Context: an optimization exercise on an open-source flow, tuned for small area, a short achievable clock period and few clock cycles per item. The choices shown serve that exercise and are no tape-out recipe. In this exercise RTL edits were held to simulation tests only and were not proved equivalent to the original. No activity file was given, so power comes from the tool's default toggle rates.

`flow/design.v`:
```
`default_nettype none
package sprw_pkg;
    typedef logic [8-1:0]             byte_t;
    typedef logic [16-1:0]             lane_t;
    typedef logic [32-1:0]             word_t;
    typedef logic [4*16-1:0] lanes_t;
    typedef enum logic [3:0] {
        LANE_PASS = 4'd0,
        LANE_ADD  = 4'd1,
        LANE_SUB  = 4'd2,
        LANE_MOVE = 4'd3,
        LANE_MAX  = 4'd4,
        LANE_MIN  = 4'd5,
        LANE_AND  = 4'd6,
        LANE_OR   = 4'd7,
        LANE_XOR  = 4'd8,
        LANE_NAND = 4'd9,
        LANE_NOR  = 4'd10,
        LANE_XNOR = 4'd11
    } lane_fn_t;
    typedef enum logic [2:0] {
        RED_NONE = 3'd0,
        RED_SUM  = 3'd1,
        RED_MAX  = 3'd2,
        RED_MIN  = 3'd3,
        RED_XOR  = 3'd4
    } red_fn_t;
endpackage
`default_nettype wire
`timescale 1ns/1ps
`default_nettype none
module sprw_top (
    input  logic        clk,
    input  logic        rstn,
    input  logic        in_valid,
    input  logic [31:0] ra,
    input  logic [31:0] rb,
    input  logic [4:0]  op1,
    input  logic [2:0]  op2,
    output logic        out_valid,
    output logic [31:0] result
);
    function automatic logic [11:0] pfx_add(input logic [11:0] x, input logic [11:0] y, input logic ci);
        logic [11:0] p, g, pp, gg;
        p  = x ^ y;
        g  = x & y;
        gg = g;
        gg[0] = g[0] | (p[0] & ci);
        pp = p;
        for (int d = 1; d < 12; d = d * 2)
            for (int i = 11; i >= d; i--) begin
                gg[i] = gg[i] | (pp[i] & gg[i-d]);
                pp[i] = pp[i] & pp[i-d];
            end
        pfx_add[0] = p[0] ^ ci;
        for (int i = 1; i < 12; i++)
            pfx_add[i] = p[i] ^ gg[i-1];
    endfunction
    function automatic logic pfx_gt(input logic [9:0] x, input logic [9:0] y);
        logic [9:0] pp, gg;
        pp = x | ~y;
        gg = x & ~y;
        for (int d = 1; d < 10; d = d * 2)
            for (int i = 9; i >= d; i--) begin
                gg[i] = gg[i] | (pp[i] & gg[i-d]);
                pp[i] = pp[i] & pp[i-d];
            end
        pfx_gt = gg[9];
    endfunction
    logic lg, f_add, f_sub, f_max, f_mn, f_move, f_arith_d, f_mm_d, f_min_d, sub_m_d, sign_d, sat_d;
    logic [3:0] t_d;
    assign lg      = op1[4] & op1[3];
    assign f_add   = ~lg & (op1[2:0] == 3'b001);
    assign f_sub   = ~lg & (op1[2:0] == 3'b010);
    assign f_max   = ~lg & (op1[2:0] == 3'b101);
    assign f_mn    = ~lg & (op1[2:0] == 3'b110);
    assign f_move  = ~lg & (op1[2:0] == 3'b011);
    assign f_arith_d = f_add | f_sub;
    assign f_mm_d  = f_max | f_mn;
    assign f_min_d = f_mn;
    assign sub_m_d = f_sub | f_mm_d;
    assign sign_d  = lg ? 1'b0 :
                     (f_arith_d | f_mm_d) ? ~op1[4] :
                     (~op2[2] & (op2 != 3'b000));
    assign sat_d   = ~lg & op1[3];
    always_comb begin
        if (lg) begin
            case (op1[2:0])
                3'b111:  t_d = 4'b1000;    
                3'b000:  t_d = 4'b1110;    
                3'b001:  t_d = 4'b0110;    
                3'b010:  t_d = 4'b0111;    
                3'b011:  t_d = 4'b0001;    
                3'b100:  t_d = 4'b1001;    
                default: t_d = 4'b1100;    
            endcase
        end else if (f_move)
            t_d = 4'b1010;                 
        else
            t_d = 4'b1100;                 
    end
    logic [31:0] pa, pb;
    logic        p_valid, f_arith, f_mm, f_min, sub_m, sign, sat;
    logic [3:0]  t;
    logic [2:0]  p_op2;
    always_ff @(posedge clk) begin
        p_valid <= rstn & in_valid;
        pa      <= ra;
        pb      <= rb ^ {32{sub_m_d}};
        f_arith <= f_arith_d;
        f_mm    <= f_mm_d;
        f_min   <= f_min_d;
        sub_m   <= sub_m_d;
        sign    <= sign_d;
        sat     <= sat_d;
        t       <= t_d;
        p_op2   <= op2;
    end
    logic [9:0] l [4];
    always_comb begin
        for (int i = 0; i < 4; i++) begin
            logic [7:0] a, b, y;
            logic [9:0] ea, eb, r;
            logic [3:0] tl;
            logic       ov, c7, clo;
            a  = pa[8*i +: 8];
            b  = pb[8*i +: 8];             
            ea = {{2{sign & a[7]}}, a};
            eb = {{2{(sign & (b[7] ^ sub_m)) ^ sub_m}}, b};
            r  = 10'(pfx_add({2'b00, ea}, {2'b00, eb}, sub_m));
            if (f_mm)
                tl = (r[9] ^ f_min) ? 4'b0101 : 4'b1100;
            else
                tl = t;
            for (int j = 0; j < 8; j++)
                y[j] = tl[{a[j], b[j]}];
            if (sign) begin
                ov  = (r[9] != r[8]) | (r[8] != r[7]);
                c7  = r[9];
                clo = ~r[9];
            end else begin
                ov  = r[9] | r[8];
                c7  = ~r[9];
                clo = ~r[9];
            end
            if (f_arith) begin
                if (sat & ov)
                    l[i] = {{2{sign & c7}}, c7, {7{clo}}};
                else
                    l[i] = r;
            end else
                l[i] = {{2{sign & y[7]}}, y};
        end
    end
    logic [9:0] q [4];
    logic       q_valid, q_sat;
    logic [2:0] q_op2;
    always_ff @(posedge clk) begin
        q_valid <= rstn & p_valid;
        q_sat   <= sat;
        q_op2   <= p_op2;
        for (int i = 0; i < 4; i++)
            q[i] <= l[i];
    end
    logic        q_rsign;
    logic [10:0] x [4];
    logic [10:0] s1, c1, s2, c2, usum;
    logic [11:0] ssum;
    logic [2:0]  ncnt;
    logic [7:0]  xr;
    logic [9:0]  k [4];
    logic        s01, s23;
    logic [9:0]  w01, w23;
    logic [31:0] m_nxt;
    assign q_rsign = ~q_op2[2];
    always_comb begin
        for (int i = 0; i < 4; i++)
            x[i] = {2'b00, q[i][8:0]};
        s1 = x[0] ^ x[1] ^ x[2];
        c1 = {(x[0][9:0] & x[1][9:0]) | (x[0][9:0] & x[2][9:0]) | (x[1][9:0] & x[2][9:0]), 1'b0};
        s2 = s1 ^ c1 ^ x[3];
        c2 = {(s1[9:0] & c1[9:0]) | (s1[9:0] & x[3][9:0]) | (c1[9:0] & x[3][9:0]), 1'b0};
    end
    assign usum = 11'(pfx_add({1'b0, s2}, {1'b0, c2}, 1'b0));
    assign ncnt = 3'(q[0][9]) + 3'(q[1][9]) + 3'(q[2][9]) + 3'(q[3][9]);
    assign ssum = {3'({1'b0, usum[10:9]} - ncnt), usum[8:0]};
    assign xr = q[0][7:0] ^ q[1][7:0] ^ q[2][7:0] ^ q[3][7:0];
    always_comb begin
        for (int i = 0; i < 4; i++)
            k[i] = {q[i][9] ^ q_rsign, q[i][8:0]};
    end
    assign s01 = pfx_gt(k[1], k[0]);
    assign s23 = pfx_gt(k[3], k[2]);
    assign w01 = s01 ? (q_op2[0] ? q[0] : q[1]) : (q_op2[0] ? q[1] : q[0]);
    assign w23 = s23 ? (q_op2[0] ? q[2] : q[3]) : (q_op2[0] ? q[3] : q[2]);
    always_comb begin
        case (q_op2)
            3'b001, 3'b101: m_nxt = {17'd0, ncnt, ssum};
            3'b010, 3'b110,
            3'b011, 3'b111: m_nxt = {12'd0, w23, w01};
            3'b100:         m_nxt = {24'd0, xr};
            default:        m_nxt = {q[3][7:0], q[2][7:0], q[1][7:0], q[0][7:0]};
        endcase
    end
    logic [31:0] m;
    logic        m_valid, m_mm, m_sum, m_sat, m_rsign, m_mn;
    always_ff @(posedge clk) begin
        m_valid <= rstn & q_valid;
        m       <= m_nxt;
        m_mm    <= q_op2[1];
        m_sum   <= q_op2[1:0] == 2'b01;
        m_sat   <= q_sat;
        m_rsign <= q_rsign;
        m_mn    <= q_op2[0];
    end
    logic [9:0]  v01, v23, wf;
    logic        sf;
    logic [31:0] red;
    logic [11:0] msum;
    logic [2:0]  mcnt;
    logic [31:0] sum_w;
    assign msum = m[11:0];
    assign mcnt = m[14:12];
    always_comb begin
        if (m_rsign) begin
            sum_w = {{20{msum[11]}}, msum};
            if (m_sat) begin
                if (~msum[11] & (|msum[10:7]))
                    sum_w = 32'd127;
                else if (msum[11] & ~(&msum[10:7]))
                    sum_w = 32'hffffff80;
            end
        end else begin
            sum_w = {13'd0, mcnt - 3'(msum[11]), {4{msum[11]}}, msum};
            if (m_sat && (mcnt != 3'd0 || msum[10:8] != 3'd0))
                sum_w = 32'd255;
        end
    end
    assign v01 = m[9:0];
    assign v23 = m[19:10];
    assign sf  = pfx_gt({v23[9] ^ m_rsign, v23[8:0]}, {v01[9] ^ m_rsign, v01[8:0]});
    assign wf  = sf ? (m_mn ? v01 : v23) : (m_mn ? v23 : v01);
    assign red = m_mm  ? {{16{m_rsign & wf[9]}}, {6{wf[9]}}, wf} :
                 m_sum ? sum_w : m;
    always_ff @(posedge clk) begin
        out_valid <= rstn & m_valid;
        result    <= red;
    end
endmodule
`default_nettype wire
```
`flow/flow/run.sh`:
```
#!/bin/bash
set -euo pipefail
W=$PWD
BUF=$(cat $W/flow/port_buffer)
cat > $W/my_synth.tcl <<EOS
proc extract_fa {args} { puts "extract_fa skipped by flow/run.sh" }
proc abc {args} {
  set i [lsearch -exact \$args -script]
  if {\$i >= 0} { lset args [expr {\$i + 1}] $W/flow/abc.script }
  yosys abc {*}\$args
}
EOS
cat $W/synth_recipe.tcl >> $W/my_synth.tcl
bash $W/standard.sh SYNTH_SCRIPT=$W/my_synth.tcl "BUFFER_PORTS_ARGS=-buffer_cell $BUF" finish > $W/standard.log 2>&1
```
`flow/flow/abc.script`:
```
strash
dc2
dch -f
map
topo
buffer -c
upsize -c
dnsize -c
```
`flow/flow/port_buffer`:
```
sky130_fd_sc_hd__buf_1
```
`flow/standard.sh`:
```
#!/bin/bash
# synth_recipe.tcl (not shown) runs the flow's synth.tcl, then flattens the netlist and writes it again
# the make line also repeats each setting of config.mk as NAME=value (left out here)
make -C /OpenROAD-flow-scripts/flow DESIGN_CONFIG=/design/flow/config.mk WORK_HOME=/design/flow/orfs CLKGATE_MAP_FILE= SYNTH_SCRIPT=/design/flow/synth_recipe.tcl "${@:-finish}"
```
`flow/config.mk`:
```
export PLATFORM = sky130hd
export DESIGN_NAME = sprw_top
export DESIGN_NICKNAME = sprw_top
export VERILOG_FILES = /design/flow/design.v
export SDC_FILE = /design/flow/constraint.sdc
export NUM_CORES = 4
export LEC_CHECK = 0
export CAP_MARGIN = 20
export CORE_MARGIN = 2
export CORE_UTILIZATION = 40
export SETUP_SLACK_MARGIN = 3.5
export SLEW_MARGIN = 20
```
`flow/constraint.sdc`:
```
create_clock -name core_clock -period 6.5 [get_ports {clk}]
set_input_delay 1.3000 -clock core_clock [delete_from_list [all_inputs] [get_ports {clk}]]
set_output_delay 1.3000 -clock core_clock [all_outputs]
set_load 0.01 [all_outputs]
```
==> metrics.md, run 1 <==
| Metric | Value |
|---|---|
| Syn_nets | roughly 1,500 |
| Worst-path cell chain | nor2b_4 > o21ai_2 > nand3_4 > o2bb2ai_4 > a21oi_4 > a31oi_4 > o21bai_2 > a21oi_2 > o21bai_2 > a21oi_2 > o21bai_2 > nand2_2 > a21oi_4 > o21a_1 > o21ai_2 > nand3_2 > a31oi_1 |
| CTS tree | done |
| Final wirelength | a little over 30 mm |
| Nets | ~1,700 |
| Outcome | complete, no violations |
| Hold Vio Cnt, Final | 0 |
| Worst path top cell family by delay | compound AO/OA/AOI/OAI gates |
| Commonest non-fill, non-tap cells in the layout | nand2_1 (187), inv_1 (167), dfxtp_1 (165) |
| Least-Margin Pin Slew | between 0.8 and 0.9 ns |
| Min cycle time layout | 2.95 ns |
| Top Ports | around 110 |
| Max clock buf depth | 2 |
| Bufs and invs on worst path | 0 |
| CP endpoint kind | register |
| Initial antenna violation count | 0 |
| Min Hold Slack | roughly 0.32 ns |
| Antenna Nets Post-Route | 0 |
| Post-synthesis compound-gate area fraction | ~28% |
| Clock Skew | ~0.015 ns |
| Slew Limit Fails | 0 |
| Via Count | about 10,000 |
| Pwr Density | ~380 nW/um2 |
| Setup violators final | 0 |
| Yosys reg bits | about 190 |
| GP Congestion | about 1.0 |
| Mux contribution to synthesized area | 0% |
| Clk Latency, worst-skew pair | around 0.43 ns |
| Starting DRT DRC Count | just under 800 |
| Root Driver | clkbuf_16 |
| # diodes | 0 |
| Drt drc | 0 |
| Post-synthesis cell area | around 11,000 um2 |
| XOR/XNOR share of the synthesized area | 6.50% |
| DR vias/cell | 5.25 |
| Tot GR Track Use | 21.3% |
| Drt pass-1 iters | 6 |
| Worst Path Required | ~6.8 ns |
| CTS buffer count | 17 |
| Unrepaired setup endpoints after global routing | true |
| Share of cells above drive strength 1 | slightly below 20% |
| Crit path launch type | register |
| Netlist cell types | 67 |
| Avg WL per Cell | approximately 16 um |
| Layout Cells excl Fill | between 1,500 and 2,000 |
| Most common cell after layout, fill and taps aside | nand2_1 |
| Die ar. | roughly 28,000 um2 |
| DP Cell Count | 1,861 |
| CTS Hold Bufs | 0 |
| Hold crit path type | reg2reg |
| HPWL after detailed placement | roughly 23 mm |
| Slew HR | 43.9% |
| Simple-gate share of the synthesized area | 20.7% |
| Main combinational cell family by area after synthesis | compound AO/OA/AOI/OAI gates |
| First-pass GRT wire length | 47.7 mm |
| Largest net degree at the start of global routing | 34 |
| Final Cycle Share | a little under half |
| Top_reg_cell synth | dfxtp_1 |
| Seq/Total Area, Yosys | between 30% and 40% |
| Worst-path fanout max | 5 |
| Area growth syn-to-layout | 20.7% |
| Floorplan row count | 59 |
| Placeable Area | around 26,000 um2 |
| Synth Instances | between 1,000 and 1,500 |
| Crit path DAT | between 3 and 4 ns |
| Async set-reset flop share out of synthesis | 0% |
| Starting Density | around two fifths |
| Clock transition at path regs | about 0.080 ns |
| Residual overflow from global routing | 0 |
| TNS Setup | 0 ns |
| CTS sink cnt | approximately 190 |
| Number of global-route vias before repair | approximately 9,000 |
| Fmax | between 0.3 and 0.4 GHz |
| # H-tree levels | 4 |
| Cell mode on critical path | o21bai_2 |
| Die X-Extent | ~170 um |
| Port bufs | between 100 and 150 |
| Peak VDD IR | 0.184 mV |
| WS Path Type | reg2reg |
| Adder and majority cell fraction of the synthesized area | 0% |
| Die Span Y | approximately 170 um |
| P_leak | around 5.5 nW |
| CP max-delay cell | dfxtp_4 |
| Post-synth EDFFs | 0 |
| CP max stage delay | approximately 0.37 ns |
| Ys Warns | 5 |
| Mean Syn Cell Area | about 7.3 um2 |
| Max-cap violations | 0 |
report_power, final:
part / leakage [nW] / internal (mW) / switching (mW)
clock: 0.298 / 0.588 / 0.513
combinational: 3.60 / 0.792 / 1.25
sequential: 1.63 / 1.43 / 0.217
cell families (layout without fill, tap and decap cells):
kind of cell / after synthesis / count (layout)
and+or+nand+nor: 486 / 486
AOI/OAI and AO/OA: 470 / 470
buffers and inverters: 222 / 366
DFF: 194 / 194
xor gates and xnor gates: 72 / 72
stage by stage:
stage	cell area (um2)	total power [mW]	setup slack, ns	util, %
2_1_floorplan	10500	2.93	3.75	-
3_3_place_gp	11300	3.38	3.29	43.5
3_5_place_dp	11300	3.39	3.24	43.5
4_1_cts	12000	4.51	3.51	46.2
5_1_grt	12700	5.09	3.37	49.0
6_report	12700	4.78	3.55	49.0
worst reg2reg max path, delay by kind of cell, from the launching register on:
kind | cells | cell delay, ns
AOI/OAI and AO/OA | 13 | 1.98
DFF | 1 | 0.37
and+or+nand+nor | 4 | 0.47
final cells by class:
cell class                 instances  area (um2)
fill                            2582       13300
multi-input combinational       1028        6290
inverter                         186         708
timing repair buffer             149         754
tap                              335         419
clock buffer                      17         425
clock inverter                    14         189
sequential                       194        3940
worst paths after layout:
check / startpoint / end / slack [ns] / cells after the start
min reg2reg: p_op2[1] / q_op2[1] / 0.32 / 0
min: p_op2[1] / q_op2[1] / 0.32 / 0
max reg2reg: q[0][2] / m[10] / 3.55 / 17
max: q[0][2] / m[10] / 3.55 / 17
registers in the layout, indices dropped and copies added, names as in the netlist, 3 cells and up:
signal	flops
result	32
p_op2	3
pa	32
t	4
m	32
q	40
pb	32
q_op2	3
synth_stat cells (all sizes together) (12+ instances only):
| cell | number | area (um2) |
|---|---|---|
| o21ai | 175 | 958 |
| nor3 | 14 | 75.1 |
| nand3 | 57 | 348 |
| dfxtp | 194 | 3880 |
| inv | 185 | 694 |
| o22ai | 15 | 93.8 |
| a31oi | 26 | 184 |
| or2 | 17 | 106 |
| nand2 | 226 | 913 |
| xor2 | 63 | 567 |
| clkbuf | 32 | 120 |
| a21oi | 161 | 903 |
| o211ai | 18 | 150 |
| a32oi | 17 | 149 |
| o21bai | 12 | 120 |
| nor2 | 148 | 571 |
per-layer routing:
metal	GRT usage (%)	wire (um)	share of wire, %	vias up
met3	2.69	1350	4.3	57
met1	28.2	13900	45	4596
met2	35.4	14900	48	319
met5	0	0	0	-
met4	8.06	979	3.1	0
li1	-	-	-	5126
what timing repair did:
action,4_1_cts,5_1_grt
endpoints found under the setup margin,56,76
buffers inserted,0,31
gates resized for setup,14,140
endpoints found under the hold margin,0,0
pin swaps,2,58
Testbench counts, summed over its fixed seeds: cycles 16,024, items 16,000.
==> run 2, diff against run 1 <==
--- a/flow/config.mk
+++ b/flow/config.mk
@@ -9,4 +9,4 @@
 export CORE_MARGIN = 2
 export CORE_UTILIZATION = 40
-export SETUP_SLACK_MARGIN = 3.5
+export SETUP_SLACK_MARGIN = 3.1
 export SLEW_MARGIN = 20
==> run 2 against run 1 <==
  * Largest cell class unchanged
  * Combinational power decreased by 13%
  * Core utilization decreased by 3.0 points
  * Setup slack got worse by 0.16 ns
  * Sequential power about the same
  * First-iteration DRC count increased by 9.3%
  * Critical path depth increased by 3
  * Worst hold slack improved by 0.0013 ns
  * Via count decreased by 1.6%
  * Final cell count decreased by 1.6%
==> metrics.md, run 2 <==
| Metric | Value |
|---|---|
| Seq pwr share | around 36% |
| Top area cells in the synthesized netlist | dfxtp_1 (37%), nand2_1 (7.3%), a21oi_1 (6.8%) |
| Main combinational cell family by area after synthesis | compound AO/OA/AOI/OAI gates |
| Die Span Y | approximately 170 um |
| Ys Warns | 5 |
| Residual overflow from global routing | 0 |
| Slew HR | 40.9% |
| Netlist cell types | 67 |
| Starting Density | between 40% and 50% |
| Drt drc | 0 |
| First-pass GRT wire length | ~48 mm |
| Most common cell after layout, fill and taps aside | nand2_1 |
| Least-Margin Pin Slew | 0.883 ns |
| Worst-path cell chain | inv_2 > o21ai_2 > nand2_1 > o21ai_2 > nand2_1 > nand2_1 > nand2_1 > o21a_1 > nand2_1 > nand2_1 > nor2_2 > a21oi_2 > o21ai_2 > nand3_2 > nand2_2 > nor2_1 > nand2_1 > nand2_4 > nand3_1 > a32oi_1 |
| Hold Vio Cnt, Final | 0 |
| CP max-delay cell | dfxtp_2 |
| P_leak | roughly 5.3 nW |
| Top Ports | roughly 110 |
| Cell mode on critical path | nand2_1 |
| Placeable Area | about 26,000 um2 |
| Adder and majority cell fraction of the synthesized area | 0% |
| Area growth syn-to-layout | 13.3% |
| Post-synthesis compound-gate area fraction | 28.0% |
| Worst-path fanout max | 9 |
| HPWL after detailed placement | between 20 and 25 mm |
| Async set-reset flop share out of synthesis | 0% |
| Largest net degree at the start of global routing | 34 |
| Pwr Density | about 380 nW/um2 |
| WS Path Type | reg2reg |
| Max clock buf depth | 2 |
| Die ar. | approximately 28,000 um2 |
| Clock Skew | about 0.017 ns |
| Peak VDD IR | between 0.15 and 0.2 mV |
| Int Power | around 2.6 mW |
| Crit path DAT | 3.43 ns |
| Yosys reg bits | ~190 |
| Seq/Total Area, Yosys | approximately 37% |
| Post-synth EDFFs | 0 |
| Fillers | 2,645 |
| Final wirelength | 29.9 mm |
| Min cycle time layout | roughly 3.1 ns |
| Floorplan row count | 59 |
| Clk Latency, worst-skew pair | approximately 0.44 ns |
| Yosys top cell area share | 36.8% |
| Max-cap violations | 0 |
| Top_reg_cell synth | dfxtp_1 |
| Drt pass-1 iters | 12 |
| CTS buffer count | 17 |
| Mean Syn Cell Area | ~7.3 um2 |
| Slew Limit Fails | 0 |
| DP Cell Count | roughly 1,900 |
| Fmax | about 0.32 GHz |
| Die X-Extent | about 170 um |
| Hold crit path type | reg2reg |
| Outcome | complete, no violations |
| Final Cycle Share | about 48% |
| Cell taking the most area after synthesis | dfxtp_1 |
| Top cells by count, synth | nand2_1 (206), dfxtp_1 (194), inv_1 (173) |
| Number of global-route vias before repair | roughly 9,100 |
| Mux contribution to synthesized area | 0% |
| Unrepaired setup endpoints after global routing | false |
| DR vias/cell | between 5 and 6 |
| Worst Path Required | around 7 ns |
| Starting DRT DRC Count | roughly 840 |
| CTS tree | done |
| Clock transition at path regs | around 0.07 ns |
| Bufs and invs on worst path | 1 |
| Combinational fraction of design power | slightly below 40% |
| Count leader, synth | nand2_1 |
| Worst path top cell family by delay | simple AND/OR/NAND/NOR gates |
| # diodes | 0 |
| CP max stage delay | about 0.38 ns |
| Commonest non-fill, non-tap cells in the layout | nand2_1 (205), dfxtp_1 (193), inv_1 (173) |
| Post-cts sizing count | 0 |
| CP endpoint kind | register |
| Crit path launch type | register |
| Setup ws final | 3.39 ns |
| Via Count | around 10,000 |
| Root Driver | clkbuf_16 |
| Port bufs | around 110 |
| Sw power | around 1.8 mW |
| Setup Fix Bufs, Post-CTS | 0 |
| Tot GR Track Use | between 20% and 30% |
| Simple-gate share of the synthesized area | around 21% |
| Syn_nets | around 1,500 |
| GP Congestion | around 1 |
| Largest reg by FF count | q |
| Layout Cells excl Fill | approximately 1,900 |
| Sw Share | between 40% and 50% |
| # H-tree levels | 4 |
| TNS Setup | 0 ns |
| Share of cells above drive strength 1 | 11.2% |
| CTS Hold Bufs | 0 |
| Largest register FFs | 40 |
| Avg WL per Cell | approximately 16 um |
| Reg2reg setup slack | 3.39 ns |
| Setup violators final | 0 |
| Worst slack, placed | 3.24 ns |
| Clk network pwr share | between 20% and 30% |
| Antenna Nets Post-Route | 0 |
| Post-synthesis cell area | 10,500 um2 |
| XOR/XNOR share of the synthesized area | under 10% |
| CTS sink cnt | 194 |
| Initial antenna violation count | 0 |
| Nets | about 1,600 |
| Synth Instances | between 1,000 and 1,500 |
-- run 2: cell types whose count changed in the layout (fill, tap and decap cells not counted), sizes merged --
cell	change
buf	-31
-- run 2: cell type report --
cell class / instances / area [um2] / area share [%]
multi-input combinational: 1028 / 5850 / 48.9
sequential: 194 / 3880 / 32.5
inverter: 186 / 698 / 5.84
timing repair buffer: 118 / 484 / 4.05
clock buffer: 17 / 425 / 3.56
tap: 335 / 419 / 3.51
clock inverter: 14 / 189 / 1.58
-- run 2: logic make-up (layout without fill, tap and decap cells) --
group | after synthesis | count (layout)
simple gates | 486 | 486
compound gates | 470 | 470
buf+inv | 222 | 335
flops | 194 | 194
xor+xnor | 72 | 72
-- run 2: path summary, 6_finish.rpt --
check / startpoint / to / depth (start not counted)
max reg2reg: sub_m / q[1][1] / 20
max: sub_m / q[1][1] / 20
min: p_op2[1] / q_op2[1] / 0
min reg2reg: p_op2[1] / q_op2[1] / 0
-- run 2: layer usage --
| metal | wire (um) | global-route usage [%] |
|---|---|---|
| met5 | 0 | 0 |
| met4 | 854 | 7.46 |
| met2 | 14000 | 35.6 |
| met1 | 13700 | 28.2 |
| met3 | 1280 | 2.69 |
-- run 2: power groups by stage --
stage / Sequential, mW / Combinational (mW) / Clock, mW
after detailed placement: 1.65 / 1.74 / 0
after floorplan: 1.62 / 1.32 / 0
after CTS: 1.62 / 1.75 / 1.12
final: 1.62 / 1.77 / 1.10
after global placement: 1.65 / 1.73 / 0
after global routing: 1.65 / 1.97 / 1.17
-- run 2: stage by stage --
stage / hold WS, ns / util [%] / total power, mW / cell area, um2
after floorplan: 0.310 / - / 2.93 / 10500
after global placement: 0.312 / 43.5 / 3.38 / 11300
after detailed placement: 0.312 / 43.5 / 3.39 / 11300
after CTS: 0.327 / 45.9 / 4.50 / 11900
after global routing: 0.335 / 46.0 / 4.80 / 11900
final: 0.325 / 46.0 / 4.49 / 11900
==> run 3, diff against run 2 <==
--- a/flow/config.mk
+++ b/flow/config.mk
@@ -9,4 +9,6 @@
 export CORE_MARGIN = 2
 export CORE_UTILIZATION = 40
-export SETUP_SLACK_MARGIN = 3.1
+export CTS_CLUSTER_DIAMETER = 100
+export CTS_CLUSTER_SIZE = 40
+export SETUP_SLACK_MARGIN = 3.25
 export SLEW_MARGIN = 20
==> run 3 against run 2 <==
  * Setup slack better by 0.088 ns
  * Still clean
  * Clock power about the same
  * Maximum frequency up 2.9%
  * Largest cell class unchanged
  * Register-to-register slack better by 0.09 ns
  * Critical endpoint is now q[1][2]
==> metrics.md, run 3 <==
| Metric | Value |
|---|---|
| Adder and majority cell fraction of the synthesized area | 0% |
| Largest reg by FF count | q |
| Max-cap violations | 0 |
| Seq/Total Area, Yosys | between 30% and 40% |
| Setup ws final | 3.48 ns |
| CTS buffer count | 17 |
| Met2 wire length | 14.1 mm |
| DR vias/cell | 5.23 |
| Reg2reg end | q[1][2] |
| Main combinational cell family by area after synthesis | compound AO/OA/AOI/OAI gates |
| XOR/XNOR share of the synthesized area | 6.50% |
| Min cycle time layout | about 3 ns |
| Top_reg_cell synth | dfxtp_1 |
| Share of cells above drive strength 1 | between 10% and 20% |
| Antenna Nets Post-Route | 0 |
| Async set-reset flop share out of synthesis | 0% |
| CP Launch Point | pb[8] |
| Worst Path Required | a little under 7 ns |
| GP Congestion | 1.00 |
| Initial antenna violation count | 0 |
| Mean Syn Cell Area | around 7.3 um2 |
| Largest register FFs | 40 |
| Crit path DAT | between 3 and 4 ns |
| Reg2reg setup slack | 3.48 ns |
| # H-tree levels | 4 |
| Hold Vio Cnt, Final | 0 |
| Area growth syn-to-layout | 13.9% |
| Cells on worst reg2reg path | 20 |
| Slew Limit Fails | 0 |
| CP Capture Point | q[1][2] |
| Root Driver | clkbuf_16 |
| Clock transition at path regs | roughly 0.080 ns |
| Unrepaired setup endpoints after global routing | true |
| Worst-path fanout max | 8 |
| Most common cell after layout, fill and taps aside | nand2_1 |
| Floorplan row count | 59 |
| Tot GR Track Use | 21.2% |
| Via Count | between 9,000 and 10,000 |
| Fillers | 2,641 |
| Drt pass-1 iters | 6 |
| Drt drc | 0 |
| Placeable Area | roughly 26,000 um2 |
| Peak VDD IR | ~0.19 mV |
| Nets | approximately 1,600 |
| Die Span Y | 166 um |
| WS Path Type | reg2reg |
| Finished Cell Area | approximately 12,000 um2 |
| First-pass GRT wire length | about 48 mm |
| Post-DP Area | around 11,000 um2 |
| Top area cells in the synthesized netlist | dfxtp_1 (37%), nand2_1 (7.3%), a21oi_1 (6.8%) |
| Yosys top cell area share | 36.8% |
| Final wirelength | 29.9 mm |
| CTS sink cnt | about 190 |
| # diodes | 0 |
| Netlist cell types | 67 |
| Cell taking the most area after synthesis | dfxtp_1 |
| Slew HR | between 30% and 40% |
| Setup violators final | 0 |
| WL met1 | 13.8 mm |
| Top Ports | 108 |
| DR top layer | met4 |
| Simple-gate share of the synthesized area | about 21% |
| Outcome | complete, no violations |
| Crit path launch type | register |
| Die X-Extent | between 150 and 200 um |
| Worst reg2reg path startpoint | pb[8] |
| Clock Skew | between 0.01 and 0.015 ns |
| Largest net degree at the start of global routing | 34 |
| Post-synthesis compound-gate area fraction | 28.0% |
| P_leak | around 5.3 nW |
| Routed length on met3 | roughly 1.2 mm |
| Mux contribution to synthesized area | 0% |
| Fmax | roughly 0.33 GHz |
| Number of global-route vias before repair | slightly above 9,000 |
| Starting DRT DRC Count | 824 |
| Post-synthesis cell area | 10,500 um2 |
| CTS tree | done |
| Residual overflow from global routing | 0 |
| Die ar. | approximately 28,000 um2 |
| Yosys reg bits | 194 |
| Port bufs | around 110 |
| Hold crit path type | reg2reg |
| Top cells by count, synth | nand2_1 (206), dfxtp_1 (194), inv_1 (173) |
| Worst slack, placed | roughly 3.2 ns |
| Clk Latency, worst-skew pair | between 0.4 and 0.5 ns |
| Synth Instances | between 1,000 and 1,500 |
| HPWL after detailed placement | 23.0 mm |
| Count leader, synth | nand2_1 |
| TNS Setup | 0 ns |
| CP endpoint kind | register |
| Max clock buf depth | 2 |
| Starting Density | between 40% and 50% |
| Post-synth EDFFs | 0 |
| Commonest non-fill, non-tap cells in the layout | nand2_1 (204), dfxtp_1 (193), inv_1 (173) |
| Final Cycle Share | roughly 47% |
| Least-Margin Pin Slew | 0.902 ns |
| Avg WL per Cell | 15.8 um |
| Ys Warns | 5 |
| Pwr Density | ~370 nW/um2 |
| Syn_nets | between 1,500 and 2,000 |
## run 3: layout make-up
| type | count | area, um2 | share of cell area, % |
|---|---|---|---|
| multi-input combinational | 1028 | 5890 | 49.0 |
| sequential | 194 | 3890 | 32.4 |
| inverter | 186 | 701 | 5.83 |
| timing repair buffer | 119 | 504 | 4.20 |
| clock buffer | 17 | 425 | 3.54 |
| tap | 335 | 419 | 3.49 |
| clock inverter | 14 | 189 | 1.57 |
## run 3: worst min path at each step
stage / startpoint / end / slack (ns) / cells past startpoint
5_1_grt: p_op2[1] / q_op2[1] / 0.33 / 0
2_1_floorplan: q_sat / m_sat / 0.31 / 0
3_3_place_gp: p_op2[1] / q_op2[1] / 0.31 / 0
6_report: p_op2[1] / q_op2[1] / 0.32 / 0
4_1_cts: p_op2[1] / q_op2[1] / 0.33 / 0
3_5_place_dp: p_op2[2] / q_op2[2] / 0.31 / 0
## run 3: power breakdown
part	internal [mW]	total (mW)	switching, mW	leakage (nW)
sequential	1.42	1.62	0.205	1.63
clock	0.588	1.10	0.508	0.298
combinational	0.644	1.78	1.14	3.36
total	2.65	4.50	1.85	5.28
## run 3: what timing repair did
action,CTS,global route
endpoints found under the hold margin,0,0
hold buffers,0,0
endpoints found under the setup margin,3,59
setup buffers,0,1
gates resized for setup,3,13
pin swaps,0,1
## run 3: kinds of logic after synthesis
logic type      after synthesis
buf+inv                     222
xor+xnor                     72
compound gates              470
simple gates                486
flops                       194
## run 3: per-layer routing
| layer | up-vias | GRT usage [%] |
|---|---|---|
| li1 | 5075 | - |
| met3 | 49 | 2.69 |
| met4 | 0 | 7.46 |
| met1 | 4478 | 28.2 |
| met5 | - | 0 |
| met2 | 292 | 35.6 |
## run 3: through the flow
stage | utilization [%] | power, mW | instances | hold slack (ns)
2_1_floorplan | - | 2.93 | 1444 | 0.310
3_3_place_gp | 43.5 | 3.38 | 1861 | 0.312
3_5_place_dp | 43.5 | 3.39 | 1861 | 0.312
6_report | 46.2 | 4.50 | 1893 | 0.324
5_1_grt | 46.2 | 4.81 | 1893 | 0.335
4_1_cts | 46.0 | 4.50 | 1892 | 0.327
## run 3: critical path, stage by stage, from the launching register on
cell,delay (ns)
dfxtp_1,0.36
nor2_1,0.19
o21ai_2,0.08
nand2_1,0.09
o21ai_2,0.06
nand2_1,0.07
nand2_1,0.07
nand2_1,0.08
o21a_1,0.19
nand2_1,0.08
nand2_1,0.11
nor2_2,0.06
a21oi_2,0.18
o21ai_2,0.12
nand3_2,0.08
nand2_2,0.11
inv_1,0.14
a21oi_4,0.09
a21oi_4,0.29
o21ai_0,0.16
a32oi_2,0.30
==> run 4, diff against run 3 <==
--- a/flow/config.mk
+++ b/flow/config.mk
@@ -9,6 +9,5 @@
 export CORE_MARGIN = 2
 export CORE_UTILIZATION = 40
-export CTS_CLUSTER_DIAMETER = 100
-export CTS_CLUSTER_SIZE = 40
+export CTS_BUF_LIST = sky130_fd_sc_hd__clkbuf_8
 export SETUP_SLACK_MARGIN = 3.25
 export SLEW_MARGIN = 20
==> run 4 against run 3 <==
  * Routed wire length grew 0.23%
  * First-iteration DRC count grew 6.6%
  * Cell area shrank 1.7%
  * Maximum frequency shrank 1.2%
  * Clock-buffer cell count is the same
  * Die area is the same
  * Total power shrank 5.6%
  * Area after synthesis is the same
  * Register-to-register slack lost 0.04 ns
  * Worst hold slack gained 0.0090 ns
  * Sequential share of layout area grew 0.54 points
  * Via count grew 0.30%
  * Highest routed layer unchanged
==> metrics.md, run 4 <==
| Metric | Value |
|---|---|
| Via Count | roughly 9,900 |
| Post-synthesis cell area | about 11,000 um2 |
| Worst reg2reg path startpoint | sub_m |
| Final wirelength | ~30 mm |
| Seq/Total Area, Yosys | between 30% and 40% |
| Die Span Y | approximately 170 um |
| Nets | around 1,600 |
| Residual overflow from global routing | 0 |
| Starting DRT DRC Count | between 800 and 900 |
| Synth Instances | between 1,000 and 1,500 |
| Met2 Use GR | a little over a third |
| Pwr Density | about 360 nW/um2 |
| WS Path Type | reg2reg |
| Max clock buf depth | 2 |
| Total power | roughly 4.3 mW |
| Syn_nets | around 1,500 |
| Netlist cell types | 67 |
| Yosys reg bits | approximately 190 |
| Hold crit path type | reg2reg |
| CP endpoint kind | register |
| Slew Limit Fails | 0 |
| Bufs and invs on worst path | 1 |
| Setup Fix Bufs, Post-CTS | 0 |
| Worst-path cell chain | inv_4 > o21ai_2 > nand2_1 > o21ai_2 > nand2_1 > nand2_1 > nand2_1 > o21a_1 > nand2_1 > nand2_1 > nor2_2 > a21oi_2 > o21ai_2 > nand3_2 > nand2_2 > nand2_1 > a21oi_4 > o21ai_0 > a32oi_2 |
| Mean Syn Cell Area | ~7.3 um2 |
| Commonest non-fill, non-tap cells in the layout | nand2_1 (204), dfxtp_1 (192), inv_1 (173) |
| Sw power | around 1.8 mW |
| CP max-delay cell | dfxtp_2 |
| Setup violators final | 0 |
| First-pass GRT wire length | approximately 47 mm |
| Drt pass-1 iters | 8 |
| Antenna Nets Post-Route | 0 |
| Cell mode on critical path | nand2_1 |
| Ys Warns | 5 |
| Crit path DAT | roughly 3.4 ns |
| Crit path launch type | register |
| Top Ports | roughly 110 |
| CP Launch Point | sub_m |
| Die X-Extent | between 150 and 200 um |
| Most common cell after layout, fill and taps aside | nand2_1 |
| Seq pwr share | between 30% and 40% |
| Drt drc | 0 |
| Port bufs | 107 |
| # H-tree levels | 4 |
| Setup ws final | 3.44 ns |
| Avg WL per Cell | approximately 16 um |
| CP max stage delay | between 0.4 and 0.5 ns |
| Top cells by count, synth | nand2_1 (206), dfxtp_1 (194), inv_1 (173) |
| Tot GR Track Use | a little over a fifth |
| Worst path top cell family by delay | compound AO/OA/AOI/OAI gates |
| Slew HR | between 40% and 50% |
| Top area cells in the synthesized netlist | dfxtp_1 (37%), nand2_1 (7.3%), a21oi_1 (6.8%) |
| Global route hottest layer | met2 |
| HPWL after detailed placement | 23.0 mm |
| Fmax | between 0.3 and 0.4 GHz |
| CTS sink cnt | around 190 |
| Area growth syn-to-layout | 12.0% |
| Least-Margin Pin Slew | approximately 0.87 ns |
| Clock transition at path regs | about 0.1 ns |
| Clk network pwr share | between 10% and 20% |
| Hold Startpoint | p_op2[1] |
| Met3 Track Usage GR | between 2 and 3% |
| Largest reg by FF count | q |
| Placeable Area | ~26,000 um2 |
| Met1 Use GR | roughly 28% |
| Initial antenna violation count | 0 |
| Root Driver | clkbuf_8 |
| Starting Density | between 40 and 50% |
| GP Congestion | roughly 1.0 |
| Largest register FFs | 40 |
| # diodes | 0 |
| Layout Cells excl Fill | 1,892 |
| DP Cell Count | about 1,900 |
| Fillers | ~2,700 |
| CTS Hold Bufs | 0 |
| Floorplan row count | just under 60 |
| Clock Skew | 0.0240 ns |
| Combinational fraction of design power | between 40% and 50% |
| DR vias/cell | ~5.2 |
| Cell taking the most area after synthesis | dfxtp_1 |
| Async set-reset flop share out of synthesis | 0% |
| Min cycle time layout | approximately 3.1 ns |
| Worst-path fanout max | 9 |
| Yosys top cell area share | between 30% and 40% |
| Largest net degree at the start of global routing | 34 |
| Post-synth EDFFs | 0 |
| TNS Setup | 0 ns |
| Unrepaired setup endpoints after global routing | true |
| Count leader, synth | nand2_1 |
| CTS tree | done |
| Min Hold Slack | 0.333 ns |
| Share of cells above drive strength 1 | 11.8% |
| Outcome | complete, no violations |
| Peak VDD IR | ~0.17 mV |
| Sw Share | 43.0% |
| Top_reg_cell synth | dfxtp_1 |
| Final Cycle Share | between 40% and 50% |
| Hold Vio Cnt, Final | 0 |
| Worst slack, placed | 3.24 ns |
| Clk Latency, worst-skew pair | about 0.48 ns |
| P_leak | approximately 5.2 nW |
| Worst Path Required | roughly 7 ns |
| Number of global-route vias before repair | 9,046 |
| CTS buffer count | 17 |
| Int Power | 2.42 mW |
| Max-cap violations | 0 |
| Die ar. | between 20,000 and 30,000 um2 |
## run 4: cell counts after synthesis
No cell type changed its count.
## run 4: worst paths after layout
path,end,depth (start not counted),slack [ns]
max,q[1][2],19,3.44
min reg2reg,q_op2[1],0,0.33
min,q_op2[1],0,0.33
max reg2reg,q[1][2],19,3.44
## run 4: power by group through the flow
stage	Sequential, mW	Combinational, mW	Clock [mW]
after detailed placement	1.65	1.74	0
after global placement	1.65	1.73	0
after floorplan	1.62	1.32	0
final	1.63	1.78	0.844
after CTS	1.62	1.75	0.867
after global routing	1.65	1.98	0.912
## run 4: metal layers
layer / wire length [um] / vias to the layer above
met4: 831 / 0
li1: - / 5058
met1: 13700 / 4470
met2: 14100 / 338
met5: 0 / -
met3: 1360 / 58
## run 4: metrics by stage
step	utilization, %	cell area (um2)
after global routing	45.5	11800
after floorplan	-	10500
final	45.5	11800
after global placement	43.5	11300
after detailed placement	43.5	11300
after CTS	45.2	11800
## run 4: layout make-up
| cell class | count | area (um2) | area share (%) |
|---|---|---|---|
| clock buffer | 17 | 234 | 1.98 |
| multi-input combinational | 1028 | 5900 | 49.9 |
| clock inverter | 14 | 189 | 1.60 |
| sequential | 194 | 3890 | 32.9 |
| tap | 335 | 419 | 3.55 |
| inverter | 186 | 701 | 5.93 |
| timing repair buffer | 118 | 484 | 4.10 |
## run 4: timing repair
action	4_1_cts	5_1_grt
gates resized for setup	3	16
pin swaps	0	3
endpoints found under the setup margin	4	60
## run 4: kinds of logic (layout without fill, tap and decap cells)
group                     after synthesis  count (layout)  share of synthesized area (%)
AOI/OAI and AO/OA                     470             470                           28.0
DFF                                   194             194                           36.8
xor gates and xnor gates               72              72                           6.50
buffers and inverters                 222             335                           8.00
and+or+nand+nor                       486             486                           20.7
## run 4: worst reg2reg max path: stages, from the launching register on
cell and delay, ns:
dfxtp_2 0.46, inv_4 0.12, o21ai_2 0.17, nand2_1 0.09, o21ai_2 0.07, nand2_1 0.08, nand2_1 0.09, nand2_1 0.07
o21a_1 0.16, nand2_1 0.08, nand2_1 0.08, nor2_2 0.12, a21oi_2 0.07, o21ai_2 0.12, nand3_2 0.10, nand2_2 0.15
nand2_1 0.16, a21oi_4 0.32, o21ai_0 0.16, a32oi_2 0.30
==> run 5, diff against run 4 <==
==> flow/flow/abc.script (replaced) <==
strash
dc2
dch -f
map
topo
dnsize -c
--- a/flow/config.mk
+++ b/flow/config.mk
@@ -9,5 +9,4 @@
 export CORE_MARGIN = 2
 export CORE_UTILIZATION = 40
-export CTS_BUF_LIST = sky130_fd_sc_hd__clkbuf_8
 export SETUP_SLACK_MARGIN = 3.25
 export SLEW_MARGIN = 20
==> run 5 against run 4 <==
  * Critical path depth down 13
  * Highest routed layer unchanged
  * Critical path type unchanged
  * Still clean
  * Register-to-register slack worse by 0.06 ns
  * Synthesized cell count down 2.5%
  * First-iteration DRC count down 25%
  * Routed wire length down 0.93%
  * Final cell count up 0.48%
  * Via count up 0.76%
==> metrics.md, run 5 <==
| Metric | Value |
|---|---|
| Outcome | complete, no violations |
| Die X-Extent | 162 um |
| Number of global-route vias before repair | 9,048 |
| Adder and majority cell fraction of the synthesized area | 0% |
| Register Area | a little under 4000 um2 |
| Least-Margin Pin Slew | 0.870 ns |
| Drt drc | 0 |
| First-pass GRT wire length | between 40 and 50 mm |
| Top area cells in the synthesized netlist | dfxtp_1 (39%), o21ai_0 (8.8%), nand2_1 (8.5%) |
| Share of cells above drive strength 1 | 12.0% |
| TNS Setup | 0 ns |
| Commonest non-fill, non-tap cells in the layout | nand2_1 (215), dfxtp_1 (176), clkinv_1 (171) |
| Post-synth EDFFs | 0 |
| Top_reg_cell synth | dfxtp_1 |
| Clock transition at path regs | roughly 0.070 ns |
| P_leak | around 4.7 nW |
| HPWL after detailed placement | about 22 mm |
| Top Ports | about 110 |
| Final Cycle Share | around 48% |
| Simple-gate share of the synthesized area | just over 20% |
| Count leader, synth | nand2_1 |
| Reg2reg setup slack | 3.38 ns |
| # diodes | 0 |
| Slew HR | between 40% and 50% |
| Clock Skew | 0.0131 ns |
| Port bufs | around 110 |
| Avg WL per Cell | ~16 um |
| Worst hold path stage count | 0 |
| Most common cell after layout, fill and taps aside | nand2_1 |
| XOR/XNOR share of the synthesized area | about 6.5% |
| Peak VDD IR | 0.173 mV |
| Floorplan row count | 57 |
| Tot GR Track Use | between 20% and 30% |
| Worst reg2reg path startpoint | q_op2[1] |
| Top cells by count, synth | nand2_1 (226), dfxtp_1 (194), clkinv_1 (186) |
| Unrepaired setup endpoints after global routing | true |
| Multi-input gate area | between 5000 and 6000 um2 |
| Pwr Density | 375 nW/um2 |
| Die ar. | 26,100 um2 |
| Post-synthesis cell area | 9930 um2 |
| Starting DRT DRC Count | about 660 |
| Min cycle time layout | slightly above 3 ns |
| Crit path DAT | 3.44 ns |
| Post-synthesis compound-gate area fraction | a little over a quarter |
| CTS sink cnt | 194 |
| Final wirelength | 29.7 mm |
| Hold Vio Cnt, Final | 0 |
| Fillers | 2,430 |
| Drt pass-1 iters | 5 |
| Ys Warns | 5 |
| Hold EP | q_op2[1] |
| Setup violators final | 0 |
| Max clock buf depth | 2 |
| Async set-reset flop share out of synthesis | 0% |
| Mean Syn Cell Area | between 7 and 8 um2 |
| Worst-path fanout max | 24 |
| Reg2reg end | m[18] |
| CTS buffer count | 17 |
| Hold Startpoint | p_op2[1] |
| CTS tree | done |
| Layout Cells excl Fill | between 1,500 and 2,000 |
| Cell taking the most area after synthesis | dfxtp_1 |
| Syn_nets | roughly 1,500 |
| # H-tree levels | 4 |
| Area growth syn-to-layout | 21.6% |
| Antenna Nets Post-Route | 0 |
| Largest register FFs | 40 |
| Yosys reg bits | between 150 and 200 |
| Cells on worst reg2reg path | 6 |
| Root Driver | clkbuf_16 |
| CTS Hold Bufs | 0 |
| Crit path launch type | register |
| CP endpoint kind | register |
| Starting Density | about 41% |
| Clk Latency, worst-skew pair | approximately 0.45 ns |
| Layout Utilization | 49.6% |
| Via Count | 9,999 |
| Largest reg by FF count | q |
| DR vias/cell | 5.26 |
| Residual overflow from global routing | 0 |
| Largest net degree at the start of global routing | 33 |
| Hold crit path type | reg2reg |
| Synth Instances | roughly 1,400 |
| Main combinational cell family by area after synthesis | compound AO/OA/AOI/OAI gates |
| Yosys top cell area share | between 30% and 40% |
| GP Congestion | 0.925 |
| Worst Path Required | a little under 7 ns |
| Slew Limit Fails | 0 |
| Seq/Total Area, Yosys | about two fifths |
| Nets | 1,639 |
| Placeable Area | ~24,000 um2 |
| Max-cap violations | 0 |
| Netlist cell types | 35 |
| Mux contribution to synthesized area | 0% |
| Initial antenna violation count | 0 |
| WS Path Type | reg2reg |
| DP Cell Count | around 1,800 |
| Fmax | between 0.3 and 0.4 GHz |
| Die Span Y | approximately 160 um |
[run 5: metrics by stage]
step / hold WS [ns] / total power [mW] / area (um2) / worst slack, ns
after floorplan: 0.310 / 2.76 / 9940 / 3.53
after global placement: 0.315 / 3.20 / 10800 / 2.68
after detailed placement: 0.315 / 3.22 / 10800 / 2.55
after CTS: 0.332 / 4.34 / 11600 / 3.25
after global routing: 0.342 / 4.85 / 12100 / 3.13
final: 0.329 / 4.53 / 12100 / 3.38
[run 5: repair_timing]
action,4_1_cts,5_1_grt
setup buffers,2,18
resized for setup,45,121
gates cloned,0,2
endpoints found under the setup margin,67,82
pin swaps,3,33
[run 5: layer usage]
metal  track usage (%)  wire, um  part of all wire (%)
met1              28.8     13100                    44
met5                 0         0                     0
met4              7.51       757                   2.5
met3              2.75      1330                   4.5
met2              39.2     14500                    49
[run 5: worst max-delay path, stage by stage, from the launching register on]
cell and delay, ns:
dfxtp_1 0.47, nor2_1 0.63, clkinv_1 0.34, nor2_2 0.14, buf_4 0.29, clkinv_1 0.59, o22ai_1 0.53
[run 5: area by class of cell]
type | instances | share of cell area (%)
inverter | 186 | 6.02
sequential | 194 | 32.4
tap | 324 | 3.36
multi-input combinational | 1030 | 47.8
clock buffer | 17 | 3.52
timing repair buffer | 135 | 5.27
clock inverter | 15 | 1.56
[run 5: kinds of logic after synthesis]
family,after synthesis
AOI/OAI and AO/OA,470
buffers and inverters,186
DFF,194
xor gates and xnor gates,72
and+or+nand+nor,486
[run 5: worst max path at each step]
stage              from  endpoint  slack [ns]  depth (start not counted)
6_report       q_op2[1]     m[18]        3.38                          6
5_1_grt           pb[8]   q[1][6]        3.13                         21
4_1_cts           sub_m   q[0][2]        3.25                         20
3_5_place_dp      sub_m   q[3][2]        2.55                         19
3_3_place_gp      sub_m   q[3][2]        2.68                         19
2_1_floorplan     sub_m   q[3][4]        3.53                         19
[run 5: power breakdown]
part           internal [mW]  switching, mW
Combinational          0.677           1.13
Clock                  0.553          0.512
Sequential              1.42          0.234
==> run 6, diff against run 5 <==
==> flow/flow/abc.script (replaced) <==
strash
dc2
dch -f
map
topo
==> run 6 against run 5 <==
  * Combinational power grew 5%
  * Critical path depth is 11 higher
  * Global-route usage fell by 0.10 points
  * Setup slack got worse by 0.022 ns
  * Critical endpoint is now m[11]
  * Register-to-register slack got worse by 0.02 ns
  * Synthesized cell count is the same
  * Routed wire length about the same
==> metrics.md, run 6 <==
| Metric | Value |
|---|---|
| Layout Cells excl Fill | 1,902 |
| Root Driver | clkbuf_16 |
| Top cells by count, synth | nand2_1 (226), dfxtp_1 (194), clkinv_1 (186) |
| Total power | between 4 and 5 mW |
| Cells on worst reg2reg path | 17 |
| Drt drc | 0 |
| DP Cell Count | roughly 1,800 |
| Commonest non-fill, non-tap cells in the layout | nand2_1 (209), dfxtp_1 (177), clkinv_1 (168) |
| Seq/Total Area, Yosys | roughly two fifths |
| Worst Path Required | around 6.9 ns |
| # diodes | 0 |
| Min cycle time layout | between 3 and 4 ns |
| CTS tree | done |
| Top Ports | ~110 |
| Worst reg2reg path startpoint | q[1][2] |
| Number of global-route vias before repair | slightly above 9,000 |
| Sw Share | between 40 and 50% |
| Avg WL per Cell | between 15 and 20 um |
| Clk network pwr share | 23.1% |
| CTS buffer count | 17 |
| Initial antenna violation count | 1 |
| Combinational fraction of design power | 40.9% |
| Residual overflow from global routing | 0 |
| Cell mode on critical path | a21oi_2 |
| Via Count | just over 10,000 |
| WS Path Type | reg2reg |
| HPWL after detailed placement | between 20 and 25 mm |
| Ys Warns | 5 |
| Int Power | 2.73 mW |
| Netlist cell types | 35 |
| Max-cap violations | 0 |
| Mean Syn Cell Area | between 7 and 8 um2 |
| Post-DP Area | 10,800 um2 |
| Mux contribution to synthesized area | 0% |
| Setup violators final | 0 |
| CP max stage delay | slightly above 0.4 ns |
| Post-synthesis compound-gate area fraction | 26.9% |
| Finished Cell Area | about 12,000 um2 |
| Hold crit path type | reg2reg |
| Yosys top cell area share | 39.0% |
| Starting DRT DRC Count | slightly above 700 |
| Crit path DAT | 3.51 ns |
| # H-tree levels | 4 |
| Starting Density | between 40% and 50% |
| Antenna Nets Post-Route | 0 |
| Largest net degree at the start of global routing | 33 |
| Worst-path fanout max | 6 |
| Slew HR | between 30% and 40% |
| First-pass GRT wire length | 46.5 mm |
| Slew Limit Fails | 0 |
| Die X-Extent | approximately 160 um |
| TNS Setup | 0 ns |
| Adder and majority cell fraction of the synthesized area | 0% |
| Top area cells in the synthesized netlist | dfxtp_1 (39%), o21ai_0 (8.8%), nand2_1 (8.5%) |
| Final wirelength | between 20 and 30 mm |
| Largest register FFs | 40 |
| Port bufs | 107 |
| Least-Margin Pin Slew | ~0.95 ns |
| Max clock buf depth | 2 |
| CP max-delay cell | dfxtp_4 |
| Hold EP | m_sat |
| CTS Hold Bufs | 0 |
| Post-synthesis cell area | between 9000 and 10,000 um2 |
| Min Hold Slack | between 0.3 and 0.4 ns |
| Area growth syn-to-layout | 22.6% |
| Yosys reg bits | roughly 190 |
| Reg2reg end | m[11] |
| Worst hold path stage count | 0 |
| Async set-reset flop share out of synthesis | 0% |
| Layout Utilization | around 50% |
| Hold Vio Cnt, Final | 0 |
| Die Span Y | 162 um |
| Peak VDD IR | approximately 0.15 mV |
| Clk Latency, worst-skew pair | ~0.44 ns |
| Worst-path cell chain | and2b_2 > o21ai_2 > nand3_4 > o2bb2ai_2 > a21oi_2 > a31oi_4 > o21bai_2 > a21oi_2 > o21bai_2 > a21oi_2 > o21bai_1 > nand2_1 > a21oi_4 > o21bai_1 > a21oi_1 > o21bai_1 > a21oi_2 |
| Outcome | complete, no violations |
| CP endpoint kind | register |
| Drt pass-1 iters | 5 |
| CTS sink cnt | 194 |
| Unrepaired setup endpoints after global routing | true |
| XOR/XNOR share of the synthesized area | between 6 and 7% |
| Simple-gate share of the synthesized area | 20.5% |
| Crit path launch type | register |
| P_leak | roughly 4.7 nW |
| Hold Startpoint | q_sat |
| Post-synth EDFFs | 0 |
| Tot GR Track Use | between 20% and 30% |
| Fmax | about 0.32 GHz |
| Seq pwr share | a little over a third |
| Floorplan row count | 57 |
| Main combinational cell family by area after synthesis | compound AO/OA/AOI/OAI gates |
| Count leader, synth | nand2_1 |
| Pwr Density | around 380 nW/um2 |
| Nets | 1,640 |
| Final Cycle Share | about 48% |
| Reg2reg setup slack | between 3 and 4 ns |
| Placeable Area | 24,400 um2 |
| Die ar. | about 26,000 um2 |
| Sw power | 1.89 mW |
| GP Congestion | about 0.94 |
| Worst slack, placed | roughly 2.7 ns |
| Synth Instances | about 1,400 |
| Clock Skew | ~0.016 ns |
| Syn_nets | about 1,500 |
| Top_reg_cell synth | dfxtp_1 |
| Cell taking the most area after synthesis | dfxtp_1 |
| DR vias/cell | 5.30 |
| Setup ws final | ~3.4 ns |
| Clock transition at path regs | 0.07 ns |
| Share of cells above drive strength 1 | between 10% and 20% |
| Most common cell after layout, fill and taps aside | nand2_1 |
| Largest reg by FF count | q |
-- run 6: cell types whose count changed after synthesis, sizes merged --
cell and delta:
and2b +5, nor2b -5
-- run 6: cell families (layout without fill, tap and decap cells) --
| kind of cell | Yosys count | count (layout) |
|---|---|---|
| AO/OA/AOI/OAI | 470 | 470 |
| buffers and inverters | 186 | 355 |
| flip-flops | 194 | 194 |
| AND/OR/NAND/NOR | 486 | 487 |
| XOR/XNOR | 72 | 72 |
-- run 6: power by group through the flow --
| stage | Combinational [mW] | Clock, mW | Sequential, mW |
|---|---|---|---|
| floorplan | 1.14 | 0 | 1.63 |
| global placement | 1.55 | 0 | 1.67 |
| detailed placement | 1.56 | 0 | 1.67 |
| CTS | 1.62 | 1.10 | 1.64 |
| global route | 2.11 | 1.15 | 1.69 |
| finish | 1.89 | 1.07 | 1.66 |
-- run 6: routing by layer --
layer	track usage [%]	part of all wire, %
met1	28.3	43
met2	37.8	48
met3	3.78	5.7
met4	9.41	3.5
met5	0	0.044
-- run 6: repair_timing --
item,4_1_cts,5_1_grt
endpoints found under the setup margin,68,78
pin swaps,4,49
resized for setup,56,149
gates cloned,0,1
setup buffers,2,20
-- run 6: how the worst max path moves through the flow --
stage,startpoint,slack [ns],cells past startpoint,end
6_report,q[1][2],3.36,17,m[11]
5_1_grt,pa[0],3.15,19,q[0][0]
4_1_cts,q[1][3],3.23,17,m[10]
3_5_place_dp,sub_m,2.68,19,q[3][6]
3_3_place_gp,sub_m,2.71,19,q[3][4]
2_1_floorplan,sub_m,3.53,19,q[3][4]
-- run 6: area by class of cell --
cell class,count,area [um2]
Tap cell,324,405
Multi-Input combinational cell,1029,5910
Inverter,186,731
Clock buffer,20,467
Clock inverter,12,131
Sequential cell,194,3920
Fill cell,2497,12200
Timing Repair Buffer,137,627
-- run 6: critical path: cells and delay by family (launching register included) --
| family | cells | cell delay, ns |
|---|---|---|
| AO/OA/AOI/OAI | 14 | 2.12 |
| AND/OR/NAND/NOR | 3 | 0.52 |
| flip-flops | 1 | 0.41 |
==> run 7, diff against run 6 <==
==> flow/flow/abc.script (replaced) <==
strash
dc2
dch -f
map
topo
buffer -c
upsize -c
dnsize -c
==> run 7 against run 6 <==
  * Clock power about the same
  * Via count decreased by 1.9%
  * Critical path type unchanged
  * Combinational power down 6%
  * Clock-buffer cell count decreased by 3
  * Cell area down 1.5%
  * Final cell count shrank 0.47%
  * Sequential share of layout area is 0.23 points higher
  * First-iteration DRC count grew 15%
  * Register-to-register slack improved by 0.12 ns
  * Setup slack better by 0.12 ns
  * Critical endpoint is now q[1][2]
  * Area after synthesis increased by 6.0%
==> metrics.md, run 7 <==
| Metric | Value |
|---|---|
| Antenna Nets Post-Route | 0 |
| Max clock buf depth | 2 |
| Worst reg2reg path startpoint | pb[8] |
| Post-synthesis compound-gate area fraction | between 20% and 30% |
| Placeable Area | about 26,000 um2 |
| First-pass GRT wire length | around 48 mm |
| Yosys reg bits | slightly below 200 |
| Root Driver | clkbuf_16 |
| Simple-gate share of the synthesized area | 20.7% |
| Residual overflow from global routing | 0 |
| Unrepaired setup endpoints after global routing | true |
| Die X-Extent | 166 um |
| Mux contribution to synthesized area | 0% |
| Clock transition at path regs | approximately 0.080 ns |
| Drt drc | 0 |
| Port bufs | about 110 |
| Tot GR Track Use | between 20% and 30% |
| Clk Latency, worst-skew pair | 0.43 ns |
| Top cells by count, synth | nand2_1 (206), dfxtp_1 (194), inv_1 (173) |
| Post-DP Area | around 11,000 um2 |
| Final Cycle Share | a little under half |
| Floorplan row count | 59 |
| Nets | roughly 1,600 |
| Hold Startpoint | p_op2[1] |
| Reg2reg setup slack | about 3.5 ns |
| Die ar. | around 28,000 um2 |
| Drt pass-1 iters | 6 |
| Reg2reg end | q[1][2] |
| Largest net degree at the start of global routing | 34 |
| Top Ports | between 100 and 150 |
| Multi-input gate area | just under 6000 um2 |
| Largest register FFs | 40 |
| Hold crit path type | reg2reg |
| Min cycle time layout | between 3 and 4 ns |
| Post-synth EDFFs | 0 |
| Largest reg by FF count | q |
| GP Congestion | 1.00 |
| Main combinational cell family by area after synthesis | compound AO/OA/AOI/OAI gates |
| CTS sink cnt | 194 |
| Syn_nets | 1,519 |
| Outcome | complete, no violations |
| Hold Vio Cnt, Final | 0 |
| CTS buffer count | 17 |
| Cells on worst reg2reg path | 20 |
| Commonest non-fill, non-tap cells in the layout | nand2_1 (204), dfxtp_1 (193), inv_1 (173) |
| Avg WL per Cell | ~16 um |
| # diodes | 0 |
| Async set-reset flop share out of synthesis | 0% |
| Yosys top cell area share | about 37% |
| DR vias/cell | 5.23 |
| TNS Setup | 0 ns |
| Worst-path fanout max | 8 |
| Hold EP | q_op2[1] |
| Ys Warns | 5 |
| Post-synthesis cell area | roughly 11,000 um2 |
| Slew HR | about two fifths |
| Finished Cell Area | 12,000 um2 |
| Worst hold path stage count | 0 |
| Seq/Total Area, Yosys | ~37% |
| Starting DRT DRC Count | 824 |
| Final wirelength | between 20 and 30 mm |
| Top area cells in the synthesized netlist | dfxtp_1 (37%), nand2_1 (7.3%), a21oi_1 (6.8%) |
| Pwr Density | approximately 370 nW/um2 |
| Worst Path Required | 6.83 ns |
| Cell taking the most area after synthesis | dfxtp_1 |
| Fillers | between 2,000 and 3,000 |
| Mean Syn Cell Area | between 7 and 8 um2 |
| Top_reg_cell synth | dfxtp_1 |
| Most common cell after layout, fill and taps aside | nand2_1 |
| Fmax | about 0.33 GHz |
| Setup violators final | 0 |
| Crit path DAT | between 3 and 4 ns |
| WS Path Type | reg2reg |
| Peak VDD IR | 0.185 mV |
| Adder and majority cell fraction of the synthesized area | 0% |
| Crit path launch type | register |
| Synth Instances | between 1,000 and 1,500 |
| Die Span Y | ~170 um |
| Least-Margin Pin Slew | between 0.9 and 1 ns |
| Number of global-route vias before repair | 9,080 |
| XOR/XNOR share of the synthesized area | ~6.5% |
| CTS tree | done |
| Initial antenna violation count | 0 |
| Starting Density | roughly two fifths |
| Max-cap violations | 0 |
| Clock Skew | 0.0134 ns |
| Area growth syn-to-layout | 13.9% |
| Via Count | about 9,900 |
| # H-tree levels | 4 |
| P_leak | approximately 5.3 nW |
| Netlist cell types | 67 |
| CTS Hold Bufs | 0 |
| CP endpoint kind | register |
| Register Area | slightly below 4000 um2 |
| Share of cells above drive strength 1 | between 10 and 15% |
| Slew Limit Fails | 0 |
| HPWL after detailed placement | 23.0 mm |
| Count leader, synth | nand2_1 |
run 7: worst max-delay path by stage:
stage                     startpoint      end  cells after the start
after floorplan               op1[1]   pb[10]                      7
after global placement         sub_m  q[3][1]                     19
after detailed placement       sub_m  q[1][2]                     20
after CTS                      sub_m  q[1][2]                     19
after global routing           sub_m  q[0][3]                     19
final                          pb[8]  q[1][2]                     20
run 7: metrics by stage:
stage | setup WS, ns | total power, mW | utilization [%] | hold slack, ns | instances
6_report | 3.48 | 4.50 | 46.2 | 0.324 | 1893
5_1_grt | 3.22 | 4.81 | 46.2 | 0.335 | 1893
4_1_cts | 3.26 | 4.50 | 46.0 | 0.327 | 1892
3_5_place_dp | 3.24 | 3.39 | 43.5 | 0.312 | 1861
3_3_place_gp | 3.29 | 3.38 | 43.5 | 0.312 | 1861
2_1_floorplan | 3.75 | 2.93 | - | 0.310 | 1444
run 7: worst max-delay path, cell delays in order (launching register included):
cell and delay [ns]:
dfxtp_1 0.36, nor2_1 0.19, o21ai_2 0.08, nand2_1 0.09, o21ai_2 0.06, nand2_1 0.07, nand2_1 0.07, nand2_1 0.08
o21a_1 0.19, nand2_1 0.08, nand2_1 0.11, nor2_2 0.06, a21oi_2 0.18, o21ai_2 0.12, nand3_2 0.08, nand2_2 0.11
inv_1 0.14, a21oi_4 0.09, a21oi_4 0.29, o21ai_0 0.16, a32oi_2 0.30
run 7: logic make-up after synthesis:
kind of cell,Yosys count
compound gates,470
xor+xnor,72
buf+inv,222
flops,194
simple gates,486
run 7: power by group:
group	switching, mW	leakage (nW)	internal (mW)	total [mW]
combinational	1.14	3.36	0.644	1.78
sequential	0.205	1.63	1.42	1.62
clock	0.508	0.298	0.588	1.10
total	1.85	5.28	2.65	4.50
run 7: cell type report:
cell class                 instances  share of cell area [%]
multi-input combinational       1028                    49.0
sequential                       194                    32.4
inverter                         186                    5.83
timing repair buffer             119                    4.20
clock buffer                      17                    3.54
tap                              335                    3.49
clock inverter                    14                    1.57
run 7: routing by layer:
layer / wire length, um / track usage [%] / up-vias
met5: 0 / 0 / -
met4: 794 / 7.46 / 0
met3: 1210 / 2.69 / 49
met2: 14100 / 35.6 / 292
met1: 13800 / 28.2 / 4478
li1: - / - / 5075
run 7: timing repair:
item / in CTS / in global routing
setup endpoints to repair: 3 / 59
setup buffers: 0 / 1
resized for setup: 3 / 13
pin swaps: 0 / 1

==> re-timing with driven ports <==
How much do the figures lean on ideal ports? The routed layouts below were timed once more, with nothing changed but the port constraints. Step 1, drivers: a clkbuf_16 drives clk and a buf_2 each remaining input, both assumed. Step 2 times the ports against the registers' clock, not the clock port: input delays grow and output delays shrink by t, the midpoint of the rising clock arrivals with the driver on. Three values: ideal ports, drivers, drivers and shift; two values: the first two.
run	t, ns	slack for setup (ns)	worst setup path at the end	clock arrival spread, ns	worst data-port slew with drivers (ns)
run 1	0.477	3.546 / 3.546 / 3.546	register to register	0.015 / 0.015	0.04
run 2	0.477	3.388 / 3.388 / 3.388	register to register	0.018 / 0.018	0.04
run 3	0.473	3.476 / 3.476 / 3.476	register to register	0.014 / 0.014	0.04
run 4	0.506	3.439 / 3.439 / 3.439	register to register	0.025 / 0.025	0.04
run 5	0.489	3.383 / 3.383 / 3.383	register to register	0.014 / 0.014	0.04
run 6	0.480	3.360 / 3.360 / 3.360	register to register	0.017 / 0.016	0.04
run 7	0.473	3.476 / 3.476 / 3.476	register to register	0.014 / 0.014	0.04
After both steps every run listed still meets setup and hold.
